This design comes from an exercise in tuning for small area, a short achievable clock period and few clock cycles on the open sky130 flow, not from production work. Function not checked in this run: the RTL went through the layout flow alone. Power is estimated from default activity; no workload was simulated.

`design/flow/design.v`:
```
package ml_ops_pkg;
  typedef logic [32-1:0] word_t;
  typedef logic [32-1:0] addr_t;
  typedef logic [32-1:0] len_t;
  typedef logic [$clog2(16):0] batch_cnt_t;
  typedef logic [$clog2(2)-1:0] desc_idx_t;
  typedef enum logic [3:0] {
    IDLE,
    LOAD,
    SET_ADDR,
    RELU_TAKE,
    RELU_WAIT,
    RELU_GIVE,
    DOTP_TAKE,
    DOTP_WAIT,
    DOTP_GIVE,
    DONE
  } seq_state_t;
endpackage
module ml_datapath (
  input  logic [31:0] x_i,
  input  logic [7:0]  one_i,
  input  logic [7:0]  two_i,
  input  logic [7:0]  neg_i,
  output logic [31:0] so,
  output logic [31:0] co
);
  logic [31:0] pp0;
  assign pp0 = ((x_i[31:0] & {32{one_i[0]}}) | ({x_i[30:0], 1'b0} & {32{two_i[0]}})) ^ {32{neg_i[0]}};
  logic [29:0] pp1;
  assign pp1 = ((x_i[29:0] & {30{one_i[1]}}) | ({x_i[28:0], 1'b0} & {30{two_i[1]}})) ^ {30{neg_i[1]}};
  logic [27:0] pp2;
  assign pp2 = ((x_i[27:0] & {28{one_i[2]}}) | ({x_i[26:0], 1'b0} & {28{two_i[2]}})) ^ {28{neg_i[2]}};
  logic [25:0] pp3;
  assign pp3 = ((x_i[25:0] & {26{one_i[3]}}) | ({x_i[24:0], 1'b0} & {26{two_i[3]}})) ^ {26{neg_i[3]}};
  logic [23:0] pp4;
  assign pp4 = ((x_i[23:0] & {24{one_i[4]}}) | ({x_i[22:0], 1'b0} & {24{two_i[4]}})) ^ {24{neg_i[4]}};
  logic [21:0] pp5;
  assign pp5 = ((x_i[21:0] & {22{one_i[5]}}) | ({x_i[20:0], 1'b0} & {22{two_i[5]}})) ^ {22{neg_i[5]}};
  logic [19:0] pp6;
  assign pp6 = ((x_i[19:0] & {20{one_i[6]}}) | ({x_i[18:0], 1'b0} & {20{two_i[6]}})) ^ {20{neg_i[6]}};
  logic [17:0] pp7;
  assign pp7 = ((x_i[17:0] & {18{one_i[7]}}) | ({x_i[16:0], 1'b0} & {18{two_i[7]}})) ^ {18{neg_i[7]}};
  logic s0;
  logic k0;
  logic s1;
  logic k1;
  logic s2;
  logic k2;
  logic s3;
  logic k3;
  logic s4;
  logic k4;
  logic s5;
  logic k5;
  logic s6;
  logic k6;
  logic s7;
  logic k7;
  logic s8;
  logic k8;
  logic s9;
  logic k9;
  logic s10;
  logic k10;
  logic s11;
  logic k11;
  logic s12;
  logic k12;
  logic s13;
  logic k13;
  logic s14;
  logic k14;
  logic s15;
  logic k15;
  logic s16;
  logic k16;
  logic s17;
  logic k17;
  logic s18;
  logic k18;
  logic s19;
  logic k19;
  logic s20;
  logic k20;
  logic s21;
  logic k21;
  logic s22;
  logic k22;
  logic s23;
  logic k23;
  logic s24;
  logic k24;
  logic s25;
  logic k25;
  logic s26;
  logic k26;
  logic s27;
  logic k27;
  logic s28;
  logic k28;
  logic s29;
  logic k29;
  logic s30;
  logic k30;
  logic s31;
  logic k31;
  logic s32;
  logic k32;
  logic s33;
  logic k33;
  logic s34;
  logic k34;
  logic s35;
  logic k35;
  logic s36;
  logic k36;
  logic s37;
  logic k37;
  logic s38;
  logic k38;
  logic s39;
  logic k39;
  logic s40;
  logic k40;
  logic s41;
  logic k41;
  logic s42;
  logic k42;
  logic s43;
  logic k43;
  logic s44;
  logic k44;
  logic s45;
  logic k45;
  logic s46;
  logic k46;
  logic s47;
  logic k47;
  logic s48;
  logic k48;
  logic s49;
  logic k49;
  logic s50;
  logic k50;
  logic s51;
  logic k51;
  logic s52;
  logic k52;
  logic s53;
  logic k53;
  logic s54;
  logic k54;
  logic s55;
  logic k55;
  logic s56;
  logic k56;
  logic s57;
  logic k57;
  logic s58;
  logic k58;
  logic s59;
  logic k59;
  logic s60;
  logic k60;
  logic s61;
  logic k61;
  logic s62;
  logic k62;
  logic s63;
  logic k63;
  logic s64;
  logic k64;
  logic s65;
  logic k65;
  logic s66;
  logic k66;
  logic s67;
  logic k67;
  logic s68;
  logic k68;
  logic s69;
  logic k69;
  logic s70;
  logic k70;
  logic s71;
  logic k71;
  logic s72;
  logic k72;
  logic s73;
  logic k73;
  logic s74;
  logic k74;
  logic s75;
  logic k75;
  logic s76;
  logic k76;
  logic s77;
  logic k77;
  logic s78;
  logic k78;
  logic s79;
  logic k79;
  logic s80;
  logic k80;
  logic s81;
  logic k81;
  logic s82;
  logic k82;
  logic s83;
  logic k83;
  logic s84;
  logic k84;
  logic s85;
  logic k85;
  logic s86;
  logic k86;
  logic s87;
  logic k87;
  logic s88;
  logic k88;
  logic s89;
  logic k89;
  logic s90;
  logic k90;
  logic s91;
  logic k91;
  logic s92;
  logic k92;
  logic s93;
  logic k93;
  logic s94;
  logic k94;
  logic s95;
  logic k95;
  logic s96;
  logic k96;
  logic s97;
  logic k97;
  logic s98;
  logic k98;
  logic s99;
  logic k99;
  logic s100;
  logic k100;
  logic s101;
  logic k101;
  logic s102;
  logic k102;
  logic s103;
  logic k103;
  logic s104;
  logic k104;
  logic s105;
  logic k105;
  logic s106;
  logic k106;
  logic s107;
  logic k107;
  logic s108;
  logic k108;
  logic s109;
  logic k109;
  logic s110;
  logic k110;
  logic s111;
  logic k111;
  logic s112;
  logic k112;
  logic s113;
  logic k113;
  logic s114;
  logic k114;
  logic s115;
  logic k115;
  logic s116;
  logic k116;
  logic s117;
  logic k117;
  logic s118;
  logic k118;
  logic s119;
  logic k119;
  logic s120;
  logic k120;
  logic s121;
  logic k121;
  logic s122;
  logic k122;
  logic s123;
  logic k123;
  logic s124;
  logic k124;
  logic s125;
  logic k125;
  logic s126;
  logic k126;
  logic s127;
  logic k127;
  logic s128;
  logic k128;
  logic s129;
  logic k129;
  logic s130;
  logic k130;
  logic s131;
  logic k131;
  logic s132;
  logic k132;
  logic s133;
  logic k133;
  logic s134;
  logic k134;
  logic s135;
  logic k135;
  logic s136;
  logic k136;
  logic s137;
  logic k137;
  logic s138;
  logic k138;
  logic s139;
  logic k139;
  logic s140;
  logic k140;
  logic s141;
  logic k141;
  logic s142;
  logic k142;
  logic s143;
  logic k143;
  logic s144;
  logic k144;
  logic s145;
  logic k145;
  logic s146;
  logic k146;
  logic s147;
  logic k147;
  logic s148;
  logic k148;
  logic s149;
  logic k149;
  logic s150;
  logic k150;
  logic s151;
  logic k151;
  logic s152;
  logic k152;
  logic s153;
  logic k153;
  logic s154;
  logic k154;
  logic s155;
  logic k155;
  logic s156;
  logic k156;
  logic s157;
  logic k157;
  logic s158;
  logic k158;
  logic s159;
  logic k159;
  logic s160;
  logic k160;
  logic x322;
  logic x323;
  logic x324;
  logic x325;
  logic x326;
  logic x327;
  logic x328;
  logic x329;
  logic x330;
  logic x331;
  logic x332;
  logic x333;
  logic x334;
  assign s0 = neg_i[1] ^ pp0[2];
  assign k0 = neg_i[1] & pp0[2];
  assign s1 = pp0[3] ^ pp1[1];
  assign k1 = pp0[3] & pp1[1];
  assign s2 = neg_i[2] ^ pp0[4] ^ pp1[2];
  assign k2 = (neg_i[2] & pp0[4]) | (neg_i[2] & pp1[2]) | (pp0[4] & pp1[2]);
  assign s3 = pp2[0] ^ k1;
  assign k3 = pp2[0] & k1;
  assign s4 = pp0[5] ^ pp1[3] ^ pp2[1];
  assign k4 = (pp0[5] & pp1[3]) | (pp0[5] & pp2[1]) | (pp1[3] & pp2[1]);
  assign s5 = k3 ^ k2;
  assign k5 = k3 & k2;
  assign s6 = neg_i[3] ^ pp0[6] ^ pp1[4];
  assign k6 = (neg_i[3] & pp0[6]) | (neg_i[3] & pp1[4]) | (pp0[6] & pp1[4]);
  assign s7 = pp2[2] ^ pp3[0] ^ k4;
  assign k7 = (pp2[2] & pp3[0]) | (pp2[2] & k4) | (pp3[0] & k4);
  assign s8 = s6 ^ k5;
  assign k8 = s6 & k5;
  assign s9 = pp0[7] ^ pp1[5] ^ pp2[3];
  assign k9 = (pp0[7] & pp1[5]) | (pp0[7] & pp2[3]) | (pp1[5] & pp2[3]);
  assign s10 = pp3[1] ^ k6 ^ s9;
  assign k10 = (pp3[1] & k6) | (pp3[1] & s9) | (k6 & s9);
  assign s11 = k8 ^ k7;
  assign k11 = k8 & k7;
  assign s12 = neg_i[4] ^ pp0[8] ^ pp1[6];
  assign k12 = (neg_i[4] & pp0[8]) | (neg_i[4] & pp1[6]) | (pp0[8] & pp1[6]);
  assign s13 = pp2[4] ^ pp3[2] ^ pp4[0];
  assign k13 = (pp2[4] & pp3[2]) | (pp2[4] & pp4[0]) | (pp3[2] & pp4[0]);
  assign s14 = k9 ^ s12 ^ s13;
  assign k14 = (k9 & s12) | (k9 & s13) | (s12 & s13);
  assign s15 = k10 ^ s14;
  assign k15 = k10 & s14;
  assign s16 = pp0[9] ^ pp1[7] ^ pp2[5];
  assign k16 = (pp0[9] & pp1[7]) | (pp0[9] & pp2[5]) | (pp1[7] & pp2[5]);
  assign s17 = pp3[3] ^ pp4[1] ^ k12;
  assign k17 = (pp3[3] & pp4[1]) | (pp3[3] & k12) | (pp4[1] & k12);
  assign s18 = k13 ^ s16 ^ k14;
  assign k18 = (k13 & s16) | (k13 & k14) | (s16 & k14);
  assign s19 = s17 ^ k15;
  assign k19 = s17 & k15;
  assign s20 = neg_i[5] ^ pp0[10] ^ pp1[8];
  assign k20 = (neg_i[5] & pp0[10]) | (neg_i[5] & pp1[8]) | (pp0[10] & pp1[8]);
  assign s21 = pp2[6] ^ pp3[4] ^ pp4[2];
  assign k21 = (pp2[6] & pp3[4]) | (pp2[6] & pp4[2]) | (pp3[4] & pp4[2]);
  assign s22 = pp5[0] ^ k16 ^ s20;
  assign k22 = (pp5[0] & k16) | (pp5[0] & s20) | (k16 & s20);
  assign s23 = s21 ^ k17 ^ s22;
  assign k23 = (s21 & k17) | (s21 & s22) | (k17 & s22);
  assign s24 = k18 ^ k19;
  assign k24 = k18 & k19;
  assign s25 = pp0[11] ^ pp1[9] ^ pp2[7];
  assign k25 = (pp0[11] & pp1[9]) | (pp0[11] & pp2[7]) | (pp1[9] & pp2[7]);
  assign s26 = pp3[5] ^ pp4[3] ^ pp5[1];
  assign k26 = (pp3[5] & pp4[3]) | (pp3[5] & pp5[1]) | (pp4[3] & pp5[1]);
  assign s27 = k20 ^ k21 ^ s25;
  assign k27 = (k20 & k21) | (k20 & s25) | (k21 & s25);
  assign s28 = s26 ^ k22 ^ s27;
  assign k28 = (s26 & k22) | (s26 & s27) | (k22 & s27);
  assign s29 = k23 ^ s28;
  assign k29 = k23 & s28;
  assign s30 = neg_i[6] ^ pp0[12] ^ pp1[10];
  assign k30 = (neg_i[6] & pp0[12]) | (neg_i[6] & pp1[10]) | (pp0[12] & pp1[10]);
  assign s31 = pp2[8] ^ pp3[6] ^ pp4[4];
  assign k31 = (pp2[8] & pp3[6]) | (pp2[8] & pp4[4]) | (pp3[6] & pp4[4]);
  assign s32 = pp5[2] ^ pp6[0] ^ k25;
  assign k32 = (pp5[2] & pp6[0]) | (pp5[2] & k25) | (pp6[0] & k25);
  assign s33 = k26 ^ s30 ^ s31;
  assign k33 = (k26 & s30) | (k26 & s31) | (s30 & s31);
  assign s34 = k27 ^ s32 ^ s33;
  assign k34 = (k27 & s32) | (k27 & s33) | (s32 & s33);
  assign s35 = k28 ^ s34;
  assign k35 = k28 & s34;
  assign s36 = pp0[13] ^ pp1[11] ^ pp2[9];
  assign k36 = (pp0[13] & pp1[11]) | (pp0[13] & pp2[9]) | (pp1[11] & pp2[9]);
  assign s37 = pp3[7] ^ pp4[5] ^ pp5[3];
  assign k37 = (pp3[7] & pp4[5]) | (pp3[7] & pp5[3]) | (pp4[5] & pp5[3]);
  assign s38 = pp6[1] ^ k30 ^ k31;
  assign k38 = (pp6[1] & k30) | (pp6[1] & k31) | (k30 & k31);
  assign s39 = s36 ^ s37 ^ k32;
  assign k39 = (s36 & s37) | (s36 & k32) | (s37 & k32);
  assign s40 = k33 ^ s38 ^ s39;
  assign k40 = (k33 & s38) | (k33 & s39) | (s38 & s39);
  assign s41 = k34 ^ k35;
  assign k41 = k34 & k35;
  assign s42 = neg_i[7] ^ pp0[14] ^ pp1[12];
  assign k42 = (neg_i[7] & pp0[14]) | (neg_i[7] & pp1[12]) | (pp0[14] & pp1[12]);
  assign s43 = pp2[10] ^ pp3[8] ^ pp4[6];
  assign k43 = (pp2[10] & pp3[8]) | (pp2[10] & pp4[6]) | (pp3[8] & pp4[6]);
  assign s44 = pp5[4] ^ pp6[2] ^ pp7[0];
  assign k44 = (pp5[4] & pp6[2]) | (pp5[4] & pp7[0]) | (pp6[2] & pp7[0]);
  assign s45 = k36 ^ k37 ^ s42;
  assign k45 = (k36 & k37) | (k36 & s42) | (k37 & s42);
  assign s46 = s43 ^ s44 ^ k38;
  assign k46 = (s43 & s44) | (s43 & k38) | (s44 & k38);
  assign s47 = s45 ^ k39 ^ s46;
  assign k47 = (s45 & k39) | (s45 & s46) | (k39 & s46);
  assign s48 = k40 ^ s47;
  assign k48 = k40 & s47;
  assign s49 = pp0[15] ^ pp1[13] ^ pp2[11];
  assign k49 = (pp0[15] & pp1[13]) | (pp0[15] & pp2[11]) | (pp1[13] & pp2[11]);
  assign s50 = pp3[9] ^ pp4[7] ^ pp5[5];
  assign k50 = (pp3[9] & pp4[7]) | (pp3[9] & pp5[5]) | (pp4[7] & pp5[5]);
  assign s51 = pp6[3] ^ pp7[1] ^ k42;
  assign k51 = (pp6[3] & pp7[1]) | (pp6[3] & k42) | (pp7[1] & k42);
  assign s52 = k43 ^ k44 ^ s49;
  assign k52 = (k43 & k44) | (k43 & s49) | (k44 & s49);
  assign s53 = s50 ^ k45 ^ s51;
  assign k53 = (s50 & k45) | (s50 & s51) | (k45 & s51);
  assign s54 = s52 ^ k46 ^ s53;
  assign k54 = (s52 & k46) | (s52 & s53) | (k46 & s53);
  assign s55 = k47 ^ s54;
  assign k55 = k47 & s54;
  assign s56 = pp0[16] ^ pp1[14] ^ pp2[12];
  assign k56 = (pp0[16] & pp1[14]) | (pp0[16] & pp2[12]) | (pp1[14] & pp2[12]);
  assign s57 = pp3[10] ^ pp4[8] ^ pp5[6];
  assign k57 = (pp3[10] & pp4[8]) | (pp3[10] & pp5[6]) | (pp4[8] & pp5[6]);
  assign s58 = pp6[4] ^ pp7[2] ^ k49;
  assign k58 = (pp6[4] & pp7[2]) | (pp6[4] & k49) | (pp7[2] & k49);
  assign s59 = k50 ^ s56 ^ s57;
  assign k59 = (k50 & s56) | (k50 & s57) | (s56 & s57);
  assign s60 = k51 ^ k52 ^ s58;
  assign k60 = (k51 & k52) | (k51 & s58) | (k52 & s58);
  assign s61 = s59 ^ k53 ^ s60;
  assign k61 = (s59 & k53) | (s59 & s60) | (k53 & s60);
  assign s62 = k54 ^ s61;
  assign k62 = k54 & s61;
  assign s63 = pp0[17] ^ pp1[15] ^ pp2[13];
  assign k63 = (pp0[17] & pp1[15]) | (pp0[17] & pp2[13]) | (pp1[15] & pp2[13]);
  assign s64 = pp3[11] ^ pp4[9] ^ pp5[7];
  assign k64 = (pp3[11] & pp4[9]) | (pp3[11] & pp5[7]) | (pp4[9] & pp5[7]);
  assign s65 = pp6[5] ^ pp7[3] ^ k56;
  assign k65 = (pp6[5] & pp7[3]) | (pp6[5] & k56) | (pp7[3] & k56);
  assign s66 = k57 ^ s63 ^ s64;
  assign k66 = (k57 & s63) | (k57 & s64) | (s63 & s64);
  assign s67 = k58 ^ k59 ^ s65;
  assign k67 = (k58 & k59) | (k58 & s65) | (k59 & s65);
  assign s68 = s66 ^ k60 ^ s67;
  assign k68 = (s66 & k60) | (s66 & s67) | (k60 & s67);
  assign s69 = k61 ^ s68;
  assign k69 = k61 & s68;
  assign s70 = pp0[18] ^ pp1[16] ^ pp2[14];
  assign k70 = (pp0[18] & pp1[16]) | (pp0[18] & pp2[14]) | (pp1[16] & pp2[14]);
  assign s71 = pp3[12] ^ pp4[10] ^ pp5[8];
  assign k71 = (pp3[12] & pp4[10]) | (pp3[12] & pp5[8]) | (pp4[10] & pp5[8]);
  assign s72 = pp6[6] ^ pp7[4] ^ k63;
  assign k72 = (pp6[6] & pp7[4]) | (pp6[6] & k63) | (pp7[4] & k63);
  assign s73 = k64 ^ s70 ^ s71;
  assign k73 = (k64 & s70) | (k64 & s71) | (s70 & s71);
  assign s74 = k65 ^ k66 ^ s72;
  assign k74 = (k65 & k66) | (k65 & s72) | (k66 & s72);
  assign s75 = s73 ^ k67 ^ s74;
  assign k75 = (s73 & k67) | (s73 & s74) | (k67 & s74);
  assign s76 = k68 ^ s75;
  assign k76 = k68 & s75;
  assign s77 = pp0[19] ^ pp1[17] ^ pp2[15];
  assign k77 = (pp0[19] & pp1[17]) | (pp0[19] & pp2[15]) | (pp1[17] & pp2[15]);
  assign s78 = pp3[13] ^ pp4[11] ^ pp5[9];
  assign k78 = (pp3[13] & pp4[11]) | (pp3[13] & pp5[9]) | (pp4[11] & pp5[9]);
  assign s79 = pp6[7] ^ pp7[5] ^ k70;
  assign k79 = (pp6[7] & pp7[5]) | (pp6[7] & k70) | (pp7[5] & k70);
  assign s80 = k71 ^ s77 ^ s78;
  assign k80 = (k71 & s77) | (k71 & s78) | (s77 & s78);
  assign s81 = k72 ^ k73 ^ s79;
  assign k81 = (k72 & k73) | (k72 & s79) | (k73 & s79);
  assign s82 = s80 ^ k74 ^ s81;
  assign k82 = (s80 & k74) | (s80 & s81) | (k74 & s81);
  assign s83 = k75 ^ s82;
  assign k83 = k75 & s82;
  assign s84 = pp0[20] ^ pp1[18] ^ pp2[16];
  assign k84 = (pp0[20] & pp1[18]) | (pp0[20] & pp2[16]) | (pp1[18] & pp2[16]);
  assign s85 = pp3[14] ^ pp4[12] ^ pp5[10];
  assign k85 = (pp3[14] & pp4[12]) | (pp3[14] & pp5[10]) | (pp4[12] & pp5[10]);
  assign s86 = pp6[8] ^ pp7[6] ^ k77;
  assign k86 = (pp6[8] & pp7[6]) | (pp6[8] & k77) | (pp7[6] & k77);
  assign s87 = k78 ^ s84 ^ s85;
  assign k87 = (k78 & s84) | (k78 & s85) | (s84 & s85);
  assign s88 = k79 ^ k80 ^ s86;
  assign k88 = (k79 & k80) | (k79 & s86) | (k80 & s86);
  assign s89 = s87 ^ k81 ^ s88;
  assign k89 = (s87 & k81) | (s87 & s88) | (k81 & s88);
  assign s90 = k82 ^ s89;
  assign k90 = k82 & s89;
  assign s91 = pp0[21] ^ pp1[19] ^ pp2[17];
  assign k91 = (pp0[21] & pp1[19]) | (pp0[21] & pp2[17]) | (pp1[19] & pp2[17]);
  assign s92 = pp3[15] ^ pp4[13] ^ pp5[11];
  assign k92 = (pp3[15] & pp4[13]) | (pp3[15] & pp5[11]) | (pp4[13] & pp5[11]);
  assign s93 = pp6[9] ^ pp7[7] ^ k84;
  assign k93 = (pp6[9] & pp7[7]) | (pp6[9] & k84) | (pp7[7] & k84);
  assign s94 = k85 ^ s91 ^ s92;
  assign k94 = (k85 & s91) | (k85 & s92) | (s91 & s92);
  assign s95 = k86 ^ k87 ^ s93;
  assign k95 = (k86 & k87) | (k86 & s93) | (k87 & s93);
  assign s96 = s94 ^ k88 ^ s95;
  assign k96 = (s94 & k88) | (s94 & s95) | (k88 & s95);
  assign s97 = k89 ^ s96;
  assign k97 = k89 & s96;
  assign s98 = pp0[22] ^ pp1[20] ^ pp2[18];
  assign k98 = (pp0[22] & pp1[20]) | (pp0[22] & pp2[18]) | (pp1[20] & pp2[18]);
  assign s99 = pp3[16] ^ pp4[14] ^ pp5[12];
  assign k99 = (pp3[16] & pp4[14]) | (pp3[16] & pp5[12]) | (pp4[14] & pp5[12]);
  assign s100 = pp6[10] ^ pp7[8] ^ k91;
  assign k100 = (pp6[10] & pp7[8]) | (pp6[10] & k91) | (pp7[8] & k91);
  assign s101 = k92 ^ s98 ^ s99;
  assign k101 = (k92 & s98) | (k92 & s99) | (s98 & s99);
  assign s102 = k93 ^ k94 ^ s100;
  assign k102 = (k93 & k94) | (k93 & s100) | (k94 & s100);
  assign s103 = s101 ^ k95 ^ s102;
  assign k103 = (s101 & k95) | (s101 & s102) | (k95 & s102);
  assign s104 = k96 ^ s103;
  assign k104 = k96 & s103;
  assign s105 = pp0[23] ^ pp1[21] ^ pp2[19];
  assign k105 = (pp0[23] & pp1[21]) | (pp0[23] & pp2[19]) | (pp1[21] & pp2[19]);
  assign s106 = pp3[17] ^ pp4[15] ^ pp5[13];
  assign k106 = (pp3[17] & pp4[15]) | (pp3[17] & pp5[13]) | (pp4[15] & pp5[13]);
  assign s107 = pp6[11] ^ pp7[9] ^ k98;
  assign k107 = (pp6[11] & pp7[9]) | (pp6[11] & k98) | (pp7[9] & k98);
  assign s108 = k99 ^ s105 ^ s106;
  assign k108 = (k99 & s105) | (k99 & s106) | (s105 & s106);
  assign s109 = k100 ^ k101 ^ s107;
  assign k109 = (k100 & k101) | (k100 & s107) | (k101 & s107);
  assign s110 = s108 ^ k102 ^ s109;
  assign k110 = (s108 & k102) | (s108 & s109) | (k102 & s109);
  assign s111 = k103 ^ s110;
  assign k111 = k103 & s110;
  assign s112 = pp0[24] ^ pp1[22] ^ pp2[20];
  assign k112 = (pp0[24] & pp1[22]) | (pp0[24] & pp2[20]) | (pp1[22] & pp2[20]);
  assign s113 = pp3[18] ^ pp4[16] ^ pp5[14];
  assign k113 = (pp3[18] & pp4[16]) | (pp3[18] & pp5[14]) | (pp4[16] & pp5[14]);
  assign s114 = pp6[12] ^ pp7[10] ^ k105;
  assign k114 = (pp6[12] & pp7[10]) | (pp6[12] & k105) | (pp7[10] & k105);
  assign s115 = k106 ^ s112 ^ s113;
  assign k115 = (k106 & s112) | (k106 & s113) | (s112 & s113);
  assign s116 = k107 ^ k108 ^ s114;
  assign k116 = (k107 & k108) | (k107 & s114) | (k108 & s114);
  assign s117 = s115 ^ k109 ^ s116;
  assign k117 = (s115 & k109) | (s115 & s116) | (k109 & s116);
  assign s118 = k110 ^ s117;
  assign k118 = k110 & s117;
  assign s119 = pp0[25] ^ pp1[23] ^ pp2[21];
  assign k119 = (pp0[25] & pp1[23]) | (pp0[25] & pp2[21]) | (pp1[23] & pp2[21]);
  assign s120 = pp3[19] ^ pp4[17] ^ pp5[15];
  assign k120 = (pp3[19] & pp4[17]) | (pp3[19] & pp5[15]) | (pp4[17] & pp5[15]);
  assign s121 = pp6[13] ^ pp7[11] ^ k112;
  assign k121 = (pp6[13] & pp7[11]) | (pp6[13] & k112) | (pp7[11] & k112);
  assign s122 = k113 ^ s119 ^ s120;
  assign k122 = (k113 & s119) | (k113 & s120) | (s119 & s120);
  assign s123 = k114 ^ k115 ^ s121;
  assign k123 = (k114 & k115) | (k114 & s121) | (k115 & s121);
  assign s124 = s122 ^ k116 ^ s123;
  assign k124 = (s122 & k116) | (s122 & s123) | (k116 & s123);
  assign s125 = k117 ^ s124;
  assign k125 = k117 & s124;
  assign s126 = pp0[26] ^ pp1[24] ^ pp2[22];
  assign k126 = (pp0[26] & pp1[24]) | (pp0[26] & pp2[22]) | (pp1[24] & pp2[22]);
  assign s127 = pp3[20] ^ pp4[18] ^ pp5[16];
  assign k127 = (pp3[20] & pp4[18]) | (pp3[20] & pp5[16]) | (pp4[18] & pp5[16]);
  assign s128 = pp6[14] ^ pp7[12] ^ k119;
  assign k128 = (pp6[14] & pp7[12]) | (pp6[14] & k119) | (pp7[12] & k119);
  assign s129 = k120 ^ s126 ^ s127;
  assign k129 = (k120 & s126) | (k120 & s127) | (s126 & s127);
  assign s130 = k121 ^ k122 ^ s128;
  assign k130 = (k121 & k122) | (k121 & s128) | (k122 & s128);
  assign s131 = s129 ^ k123 ^ s130;
  assign k131 = (s129 & k123) | (s129 & s130) | (k123 & s130);
  assign s132 = k124 ^ s131;
  assign k132 = k124 & s131;
  assign s133 = pp0[27] ^ pp1[25] ^ pp2[23];
  assign k133 = (pp0[27] & pp1[25]) | (pp0[27] & pp2[23]) | (pp1[25] & pp2[23]);
  assign s134 = pp3[21] ^ pp4[19] ^ pp5[17];
  assign k134 = (pp3[21] & pp4[19]) | (pp3[21] & pp5[17]) | (pp4[19] & pp5[17]);
  assign s135 = pp6[15] ^ pp7[13] ^ k126;
  assign k135 = (pp6[15] & pp7[13]) | (pp6[15] & k126) | (pp7[13] & k126);
  assign s136 = k127 ^ s133 ^ s134;
  assign k136 = (k127 & s133) | (k127 & s134) | (s133 & s134);
  assign s137 = k128 ^ k129 ^ s135;
  assign k137 = (k128 & k129) | (k128 & s135) | (k129 & s135);
  assign s138 = s136 ^ k130 ^ s137;
  assign k138 = (s136 & k130) | (s136 & s137) | (k130 & s137);
  assign s139 = k131 ^ s138;
  assign k139 = k131 & s138;
  assign s140 = pp0[28] ^ pp1[26] ^ pp2[24];
  assign k140 = (pp0[28] & pp1[26]) | (pp0[28] & pp2[24]) | (pp1[26] & pp2[24]);
  assign s141 = pp3[22] ^ pp4[20] ^ pp5[18];
  assign k141 = (pp3[22] & pp4[20]) | (pp3[22] & pp5[18]) | (pp4[20] & pp5[18]);
  assign s142 = pp6[16] ^ pp7[14] ^ k133;
  assign k142 = (pp6[16] & pp7[14]) | (pp6[16] & k133) | (pp7[14] & k133);
  assign s143 = k134 ^ s140 ^ s141;
  assign k143 = (k134 & s140) | (k134 & s141) | (s140 & s141);
  assign s144 = k135 ^ k136 ^ s142;
  assign k144 = (k135 & k136) | (k135 & s142) | (k136 & s142);
  assign s145 = s143 ^ k137 ^ s144;
  assign k145 = (s143 & k137) | (s143 & s144) | (k137 & s144);
  assign s146 = k138 ^ s145;
  assign k146 = k138 & s145;
  assign s147 = pp0[29] ^ pp1[27] ^ pp2[25];
  assign k147 = (pp0[29] & pp1[27]) | (pp0[29] & pp2[25]) | (pp1[27] & pp2[25]);
  assign s148 = pp3[23] ^ pp4[21] ^ pp5[19];
  assign k148 = (pp3[23] & pp4[21]) | (pp3[23] & pp5[19]) | (pp4[21] & pp5[19]);
  assign s149 = pp6[17] ^ pp7[15] ^ k140;
  assign k149 = (pp6[17] & pp7[15]) | (pp6[17] & k140) | (pp7[15] & k140);
  assign s150 = k141 ^ s147 ^ s148;
  assign k150 = (k141 & s147) | (k141 & s148) | (s147 & s148);
  assign s151 = k142 ^ k143 ^ s149;
  assign k151 = (k142 & k143) | (k142 & s149) | (k143 & s149);
  assign s152 = s150 ^ k144 ^ s151;
  assign k152 = (s150 & k144) | (s150 & s151) | (k144 & s151);
  assign s153 = k145 ^ s152;
  assign k153 = k145 & s152;
  assign s154 = pp0[30] ^ pp1[28] ^ pp2[26];
  assign k154 = (pp0[30] & pp1[28]) | (pp0[30] & pp2[26]) | (pp1[28] & pp2[26]);
  assign s155 = pp3[24] ^ pp4[22] ^ pp5[20];
  assign k155 = (pp3[24] & pp4[22]) | (pp3[24] & pp5[20]) | (pp4[22] & pp5[20]);
  assign s156 = pp6[18] ^ pp7[16] ^ k147;
  assign k156 = (pp6[18] & pp7[16]) | (pp6[18] & k147) | (pp7[16] & k147);
  assign s157 = k148 ^ s154 ^ s155;
  assign k157 = (k148 & s154) | (k148 & s155) | (s154 & s155);
  assign s158 = k149 ^ k150 ^ s156;
  assign k158 = (k149 & k150) | (k149 & s156) | (k150 & s156);
  assign s159 = s157 ^ k151 ^ s158;
  assign k159 = (s157 & k151) | (s157 & s158) | (k151 & s158);
  assign s160 = k152 ^ s159;
  assign k160 = k152 & s159;
  assign x322 = pp0[31] ^ pp1[29];
  assign x323 = pp2[27] ^ pp3[25];
  assign x324 = pp4[23] ^ pp5[21];
  assign x325 = pp6[19] ^ pp7[17];
  assign x326 = x322 ^ x323;
  assign x327 = x324 ^ x325;
  assign x328 = k154 ^ k155;
  assign x329 = x326 ^ x327;
  assign x330 = x328 ^ x329;
  assign x331 = k156 ^ x330;
  assign x332 = k157 ^ x331;
  assign x333 = k158 ^ x332;
  assign x334 = x333 ^ k159;
  assign so[0] = pp0[0];
  assign co[0] = neg_i[0];
  assign so[1] = pp0[1];
  assign co[1] = 1'b0;
  assign so[2] = pp1[0];
  assign co[2] = s0;
  assign so[3] = k0;
  assign co[3] = s1;
  assign so[4] = s2;
  assign co[4] = s3;
  assign so[5] = s4;
  assign co[5] = s5;
  assign so[6] = s7;
  assign co[6] = s8;
  assign so[7] = s10;
  assign co[7] = s11;
  assign so[8] = k11;
  assign co[8] = s15;
  assign so[9] = s18;
  assign co[9] = s19;
  assign so[10] = s23;
  assign co[10] = s24;
  assign so[11] = k24;
  assign co[11] = s29;
  assign so[12] = k29;
  assign co[12] = s35;
  assign so[13] = s40;
  assign co[13] = s41;
  assign so[14] = k41;
  assign co[14] = s48;
  assign so[15] = k48;
  assign co[15] = s55;
  assign so[16] = k55;
  assign co[16] = s62;
  assign so[17] = k62;
  assign co[17] = s69;
  assign so[18] = k69;
  assign co[18] = s76;
  assign so[19] = k76;
  assign co[19] = s83;
  assign so[20] = k83;
  assign co[20] = s90;
  assign so[21] = k90;
  assign co[21] = s97;
  assign so[22] = k97;
  assign co[22] = s104;
  assign so[23] = k104;
  assign co[23] = s111;
  assign so[24] = k111;
  assign co[24] = s118;
  assign so[25] = k118;
  assign co[25] = s125;
  assign so[26] = k125;
  assign co[26] = s132;
  assign so[27] = k132;
  assign co[27] = s139;
  assign so[28] = k139;
  assign co[28] = s146;
  assign so[29] = k146;
  assign co[29] = s153;
  assign so[30] = k153;
  assign co[30] = s160;
  assign so[31] = k160;
  assign co[31] = x334;
endmodule
module ml_ops_top (
  input  logic              clk_i,
  input  logic              rst_i,
  input  logic              ml_ops_enable_i,
  input  logic              loading_data_i,
  input  logic              relu_en_i,
  input  logic              dotp_en_i,
  input  logic              ex_ready_i,
  input  ml_ops_pkg::addr_t operand_a_addr_i,
  input  ml_ops_pkg::len_t  operand_b_size_i,
  input  ml_ops_pkg::word_t mem_rd_data_i,
  output ml_ops_pkg::word_t reg_wr_data_o,
  output ml_ops_pkg::word_t mem_wr_data_o,
  output ml_ops_pkg::addr_t mem_addr_o,
  output logic              mem_rd_en_o,
  output logic              mem_wr_en_o,
  output logic              reg_wr_en_o,
  output logic              ml_op_done_o,
  output logic              ml_ready_o
);
  localparam logic [3:0] IDLE = 4'd0;
  localparam logic [3:0] LD2  = 4'd1;
  localparam logic [3:0] RR1  = 4'd2;
  localparam logic [3:0] RR2  = 4'd3;
  localparam logic [3:0] RBUB = 4'd4;
  localparam logic [3:0] RW1  = 4'd5;
  localparam logic [3:0] RW2  = 4'd6;
  localparam logic [3:0] DA   = 4'd7;
  localparam logic [3:0] DB   = 4'd8;
  localparam logic [3:0] T1   = 4'd9;
  localparam logic [3:0] T2   = 4'd10;
  localparam logic [3:0] T3   = 4'd11;
  localparam logic [3:0] T4   = 4'd12;
  localparam logic [3:0] FIN  = 4'd13;
  logic [3:0]  st_q, st_d;
  logic        rd_d, wr_d, done_d, regwr_d, ready_d;
  logic        relu_q;
  logic        last_q;
  logic [15:0] rem_q;
  logic        rem_dec;
  logic        rem_one;
  logic        inc;
  logic [31:0] cur_q, oth_q, cur_nx;
  logic [31:0] a_q;
  logic [31:0] x_q;
  logic [7:0]  one_q, two_q, neg_q;
  logic [31:0] p_q, q_q, p_nx, q_nx;
  logic [31:0] s_q, sa, c3s, c3c;
  logic        v1_q, v2_q;
  logic        inc_q, clr_q;
  assign rem_one = (rem_q == 16'd1);
  always_comb begin
    st_d    = st_q;
    rd_d    = 1'b0;
    wr_d    = 1'b0;
    done_d  = 1'b0;
    regwr_d = 1'b0;
    rem_dec = 1'b0;
    case (st_q)
      IDLE: if (loading_data_i) st_d = LD2;
      LD2: begin
        st_d = relu_q ? RR1 : DA;
        rd_d = 1'b1;
      end
      RR1: begin
        rem_dec = 1'b1;
        if (rem_one) begin
          st_d = RBUB;
        end else begin
          st_d = RR2;
          rd_d = 1'b1;
        end
      end
      RR2: begin
        rem_dec = 1'b1;
        st_d    = RW1;
        wr_d    = 1'b1;
      end
      RBUB: begin
        st_d   = RW1;
        wr_d   = 1'b1;
        done_d = 1'b1;
      end
      RW1: begin
        st_d   = RW2;
        wr_d   = 1'b1;
        done_d = last_q;
      end
      RW2: begin
        st_d = RR1;
        rd_d = 1'b1;
      end
      DA: begin
        st_d = DB;
        rd_d = 1'b1;
      end
      DB: begin
        rem_dec = 1'b1;
        if (rem_one) begin
          st_d = T1;
        end else begin
          st_d = DA;
          rd_d = 1'b1;
        end
      end
      T1: st_d = T2;
      T2: st_d = T3;
      T3: st_d = T4;
      T4: begin
        st_d    = FIN;
        regwr_d = 1'b1;
        done_d  = 1'b1;
      end
      default: st_d = FIN;
    endcase
    if (ml_op_done_o) begin
      st_d    = ex_ready_i ? IDLE : FIN;
      rd_d    = 1'b0;
      wr_d    = 1'b0;
      regwr_d = 1'b0;
      done_d  = !ex_ready_i;
    end
    if (!ml_ops_enable_i) begin
      st_d    = IDLE;
      rd_d    = 1'b0;
      wr_d    = 1'b0;
      regwr_d = 1'b0;
      done_d  = 1'b0;
    end
    ready_d = (st_d == IDLE) || (st_d == LD2) || done_d;
  end
  always_ff @(posedge clk_i or negedge rst_i) begin
    if (!rst_i) begin
      st_q         <= IDLE;
      mem_rd_en_o  <= 1'b0;
      mem_wr_en_o  <= 1'b0;
      reg_wr_en_o  <= 1'b0;
      ml_op_done_o <= 1'b0;
      ml_ready_o   <= 1'b1;
      v1_q         <= 1'b0;
      v2_q         <= 1'b0;
      inc_q        <= 1'b0;
      clr_q        <= 1'b0;
    end else begin
      st_q         <= st_d;
      mem_rd_en_o  <= rd_d;
      mem_wr_en_o  <= wr_d;
      reg_wr_en_o  <= regwr_d;
      ml_op_done_o <= done_d;
      ml_ready_o   <= ready_d;
      v1_q         <= ml_ops_enable_i && (st_q == DB);
      v2_q         <= ml_ops_enable_i && v1_q;
      inc_q        <= (st_d == RR1) || (st_d == RW1);
      clr_q        <= (st_d == LD2);
    end
  end
  always_ff @(posedge clk_i) begin
    if (st_q == IDLE) begin
      relu_q <= relu_en_i;
      rem_q  <= operand_b_size_i[15:0];
    end else if (rem_dec) begin
      rem_q  <= rem_q - 16'd1;
    end
    if (st_q == RR2) begin
      last_q <= rem_one;
    end
  end
  assign inc    = inc_q;
  assign cur_nx = {cur_q[31:2] + 30'd1, cur_q[1:0]};
  always_ff @(posedge clk_i) begin
    cur_q <= inc ? cur_nx : oth_q;
    if (st_q == IDLE || st_q == LD2) begin
      oth_q <= operand_a_addr_i;
    end else if (!inc) begin
      oth_q <= cur_nx;
    end
  end
  assign mem_addr_o = cur_q;
  logic [16:0] yraw;
  logic [7:0]  one_d, two_d, neg_d;
  logic        yv;
  assign yv = ml_ops_enable_i && (v1_q || v2_q);
  always_comb begin
    yraw = v1_q ? {mem_rd_data_i[15:0], 1'b0} : a_q[31:15];
    for (int r = 0; r < 8; r++) begin
      one_d[r] = yv && (yraw[2*r+1] ^ yraw[2*r]);
      two_d[r] = yv && ((yraw[2*r+2] && !yraw[2*r+1] && !yraw[2*r]) ||
                        (!yraw[2*r+2] && yraw[2*r+1] && yraw[2*r]));
      neg_d[r] = yv && yraw[2*r+2] && !(yraw[2*r+1] && yraw[2*r]);
    end
  end
  always_ff @(posedge clk_i) begin
    a_q <= mem_rd_data_i & ~{32{relu_q && mem_rd_data_i[31]}};
    if (v1_q) begin
      x_q <= a_q;
    end else begin
      x_q <= {x_q[15:0], 16'd0};
    end
    one_q <= one_d;
    two_q <= two_d;
    neg_q <= neg_d;
    p_q   <= p_nx;
    q_q   <= q_nx;
    s_q   <= c3s + c3c;
  end
  assign sa  = s_q & {32{!clr_q}};
  assign c3s = sa ^ p_q ^ q_q;
  assign c3c = {(sa[30:0] & p_q[30:0]) | (sa[30:0] & q_q[30:0]) | (p_q[30:0] & q_q[30:0]), 1'b0};
  ml_datapath mac_i (
    .x_i   (x_q),
    .one_i (one_q),
    .two_i (two_q),
    .neg_i (neg_q),
    .so    (p_nx),
    .co    (q_nx)
  );
  assign mem_wr_data_o = a_q;
  assign reg_wr_data_o = s_q;
endmodule
```
`design/flow/flow/run.sh`:
```
#!/bin/bash
# The standard layout, with stronger port buffers and setup repair aimed
# below the clock period (same clock, same constraints).
export BUFFER_PORTS_ARGS="-buffer_cell sky130_fd_sc_hd__buf_4"
export SETUP_SLACK_MARGIN=5.8
export ABC_CLOCK_PERIOD_IN_PS=3000
bash standard.sh > standard_run.log 2>&1
```
`design/flow/standard.sh`:
```
#!/bin/bash
# synth_recipe.tcl (not shown) runs the flow's synth.tcl, then flattens the netlist and writes it again
# the make line also repeats each setting of config.mk as NAME=value (left out here)
make -C /OpenROAD-flow-scripts/flow DESIGN_CONFIG=/design/flow/config.mk WORK_HOME=/design/flow/orfs CLKGATE_MAP_FILE= SYNTH_SCRIPT=/design/flow/synth_recipe.tcl "${@:-finish}"
```
`design/flow/config.mk`:
```
export PLATFORM = sky130hd
export DESIGN_NAME = ml_ops_top
export DESIGN_NICKNAME = ml_ops_top
export VERILOG_FILES = /design/flow/design.v
export SDC_FILE = /design/flow/constraint.sdc
export NUM_CORES = 4
export LEC_CHECK = 0
export CAP_MARGIN = 20
export CORE_MARGIN = 2
export CORE_UTILIZATION = 40
export SLEW_MARGIN = 20
```
`design/flow/constraint.sdc`:
```
create_clock -name core_clock -period 9.0 [get_ports {clk_i}]
set_input_delay 1.8000 -clock core_clock [delete_from_list [all_inputs] [get_ports {clk_i}]]
set_output_delay 1.8000 -clock core_clock [all_outputs]
set_load 0.01 [all_outputs]
```
==> impl_metrics.tcl <==
set metrics [dict create \
    antenna_found_initial 1 \
    pwr-share-seq_pct 39.1 \
    period_needed_ps 3590 \
    worstPathRequired_ps 9470 \
    synthArstFlopShare_pct 4.68 \
    rsz0062_at_grt "true" \
    synth-edff-count 52 \
    max_stage_delay_ps 620 \
    synth_seq_cells 278 \
    postRouteAntennaNets 0 \
    dp.cells 2657 \
    crit_fanout 12 \
    cp_top_family "adder cells" \
    dpl.hpwl_um 33700 \
    grt_pass1_vias 15200 \
    ioPinCount 204 \
    fin_setup_tns_ps 0 \
    fin_skew_ps 20.9 \
    clkSinkCount 278 \
    grt_overflow 0 \
    start_util_pct 40.2 \
    ctsHoldBuffers 0 \
    grt_max_degree 63 \
    multi_input_area_um2 12600 \
    drtIter0Drc 1007 \
    cts_tree "done" \
    critPathBufInv 2 \
    hold_viol_final 0 \
    vias_per_cell 5.29 \
    clock_latency_ps 590 \
    cp_common_cell "xnor2_1" \
    swShare_pct 36.1 \
    finalSetupViolations 0 \
    wl_per_cell_um 18.9 \
    port_buffers 186 \
    crit_chain "a22oi_2 > xnor2_1 > fa_1 > fa_1 > inv_1 > fa_1 > inv_1 > fa_2 > xor2_1 > xnor2_1 > xnor2_1 > xnor2_1 > xnor2_1" \
    holdCritPathClass "reg -> reg" \
    htreeDepth 1 \
    clk_pin_slew_ps 70 \
    dr.pass1.iters 6 \
    combinationalPowerShare_pct 36.3 \
    timing.final.crit_share_pct 39.9 \
    p_sw_mw 1.80 \
    track_usage_pct 21.2 \
    crit_type "reg -> reg" \
    numCtsBuffers 30 \
    ys_seq_area_share_pct 32.2 \
    p_leak_nw 9.79 \
    clockBufferDepth 3 \
    seq_area_um2 6270 \
    rows 80 \
    crit_path_top_delay_cell "fa_1" \
    grt_pass1_wl_um 84100 \
    routed-via-count 14900 \
    ys_types 65 \
    max_cap_viol_count 0 \
    reg2reg_depth 13 \
    die_w_um 222 \
    cp-end-kind "register" \
    syn-instance-count 1976 \
    report.final.slew_viol_count 0 \
    fmax_mhz 279 \
    path_depth 13 \
    diodes 0 \
    die-area_um2 49500 \
    die_y_um 222 \
    ir_drop_mv 0.197 \
    internal_power_mw 3.19 \
    synth.cell_area_um2 19100 \
    nNetsFinal 2514 \
    cts_root_buf "clkbuf_16" \
    final_cells 2816 \
    min_path_cells 0 \
    slew_headroom_pct 32.5 \
    synth_flop_cell "dfxtp_1" \
    routed_wl_um 53200 \
    status "complete, no violations" \
    cp-start-kind "register" \
    syn_nets 2313 \
    drive_above_1_share_pct 31.6 \
    gp_congestion 0.880 \
    yosysWarnings 1 \
    drcViolationCount 0 \
    syn_to_final_growth_pct 28.3 \
    synth_area_per_cell_um2 9.66 \
    coreArea_um2 47400 \
    powerDensity_nw_per_um2 204 \
    worstPathArrival_ps 4060 \
    power_frac_clock_pct 24.6 \
    fill_cells 4266 \
    worstMarginPinSlew_ps 1010 \
]
==> area by class of cell <==
cell class | count | share of cell area (%)
timing repair buffer | 308 | 11.8
inverter | 263 | 4.07
multi-input combinational | 1296 | 51.4
clock buffer | 42 | 3.50
clock inverter | 14 | 0.480
tap | 615 | 3.14
sequential | 278 | 25.6
==> flip-flops by register name, summed over array words and instances (netlist names), 4 cells and up <==
register  flops
cur_q        32
rem_q        16
st_q          4
q_q          31
a_q          32
oth_q        32
two_q         8
p_q          32
neg_q         8
s_q          32
one_q         8
x_q          32
==> power groups by stage <==
stage,combinational [mW],sequential (mW),clock [mW]
final,1.81,1.95,1.23
after global routing,2.02,2.00,1.30
after CTS,1.78,1.95,1.25
after detailed placement,1.60,1.98,0
after global placement,1.57,1.97,0
after floorplan,1.06,1.93,0
==> repair_timing <==
action | 4_1_cts | 5_1_grt
setup endpoints to repair | 68 | 54
resized for setup | 287 | 121
pin swaps | 109 | 93
cloned | 8 | 1
setup buffers | 72 | 22
==> cells in the final DEF, fill, tap and decap left out, drive strengths merged, types with 5 or more instances in the layout <==
cell / netlist / final
a21o: 7 / 7
a21oi: 97 / 97
a22oi: 192 / 192
and2: 57 / 57
and3: 6 / 6
buf: 22 / 304
clkbuf: 117 / 43
clkinv: 0 / 10
dfrtp: 12 / 12
dfxtp: 213 / 213
edfxtp: 52 / 52
fa: 163 / 163
ha: 71 / 71
inv: 263 / 263
mux2: 28 / 28
mux2i: 10 / 10
nand2: 66 / 66
nand2b: 40 / 40
nand3: 28 / 28
nand4: 11 / 11
nor2: 107 / 107
nor2b: 8 / 8
nor3: 22 / 22
nor4: 6 / 6
o21a: 9 / 9
o21ai: 30 / 30
or2: 5 / 5
or3: 10 / 10
xnor2: 169 / 169
xor2: 112 / 112
==> cell usage after synthesis, types with 3 or more instances <==
master / instances / area, µm²
nand2_1: 65 / 244
buf_1: 17 / 63.8
and4_1: 3 / 26.3
nor4_1: 3 / 18.8
dfxtp_1: 213 / 4260
o21ai_1: 3 / 15.0
a21o_1: 7 / 52.6
nor3b_1: 3 / 22.5
a211oi_1: 3 / 22.5
o21ai_0: 27 / 135
nand2b_1: 40 / 250
and3_1: 6 / 37.5
o31ai_1: 3 / 22.5
xnor2_1: 169 / 1480
mux2i_1: 10 / 100
xor2_1: 112 / 981
or3_1: 10 / 62.6
mux2_2: 28 / 315
dfrtp_1: 12 / 300
buf_2: 4 / 20.0
nor2b_1: 8 / 50.1
or2_2: 3 / 18.8
nand4_1: 11 / 68.8
a21oi_1: 96 / 480
clkbuf_1: 116 / 435
ha_1: 71 / 888
and2_1: 57 / 357
nor3_1: 21 / 105
edfxtp_1: 52 / 1560
o21a_1: 9 / 67.6
fa_1: 163 / 3260
o21bai_1: 3 / 22.5
inv_1: 261 / 980
a22oi_1: 192 / 1440
nand3_1: 28 / 140
nor2_1: 107 / 402
==> worst paths after layout <==
kind                          start          end  slack (ps)
min in group asynchronous     rst_i  reg_wr_en_o        1050
hold / removal             oth_q[1]     cur_q[1]         410
hold reg to reg            oth_q[1]     cur_q[1]         410
setup reg to reg           two_q[5]      q_q[31]        5410
max in group asynchronous     rst_i   ml_ready_o        7710
setup / recovery           two_q[5]      q_q[31]        5410
==> per-stage QoR <==
step	util, %	hold WS (ps)	setup slack [ps]	total power [mW]	cell area, µm²
6_report	51.7	413	5410	4.99	24500
4_1_cts	50.2	416	5380	4.99	23800
3_5_place_dp	44.2	424	4430	3.58	20900
3_3_place_gp	44.2	405	4530	3.54	20900
5_1_grt	51.7	415	5350	5.32	24500
2_1_floorplan	-	329	5700	2.99	19400
==> per-layer routing <==
metal,vias up,wire length (µm),global-route usage (%)
met5,-,0,0
met4,0,1850,7.17
met3,141,4650,4.84
met2,632,24400,34.5
met1,7259,22300,27.8
li1,6878,-,-
==> kinds of logic (layout without fill, tap and decap cells) <==
family,Yosys count,after routing,share of synthesized area (%)
buffers and inverters,402,627,7.98
and+or+nand+nor,374,374,9.95
AOI/OAI and AO/OA,369,369,13.0
xor gates and xnor gates,281,281,12.9
DFF,278,278,32.2
adders and majority gates,234,234,21.7
muxes,38,38,2.18

==> separate check: timing with driven ports <==
The results above use ideal ports. As a check the final layout listed here was re-extracted and re-timed, cells and wires unchanged.
Step 1: set_driving_cell puts a clkbuf_16 on clk_i and a buf_2 on each other input, an assumption about the parent block.
Step 2 also shifts input and output timing later by t, the mid clock arrival at the registers, as if the neighbouring blocks saw the same clock.
Three values: ideal ports, drivers, drivers and shift; two values: the first two.
t, ns: 0.631
setup WS [ns]: 5.412 / 5.412 / 5.412
worst hold slack (ns): 0.413 / 0.413 / 0.413
latest minus earliest clock arrival (ns): 0.022 / 0.021
worst slew at a driven data input, ns: 0.07
After both steps setup and hold are still met in this run. The setup slack of this run moves by 0.000 ns with the drivers and by 0.000 ns with both steps.
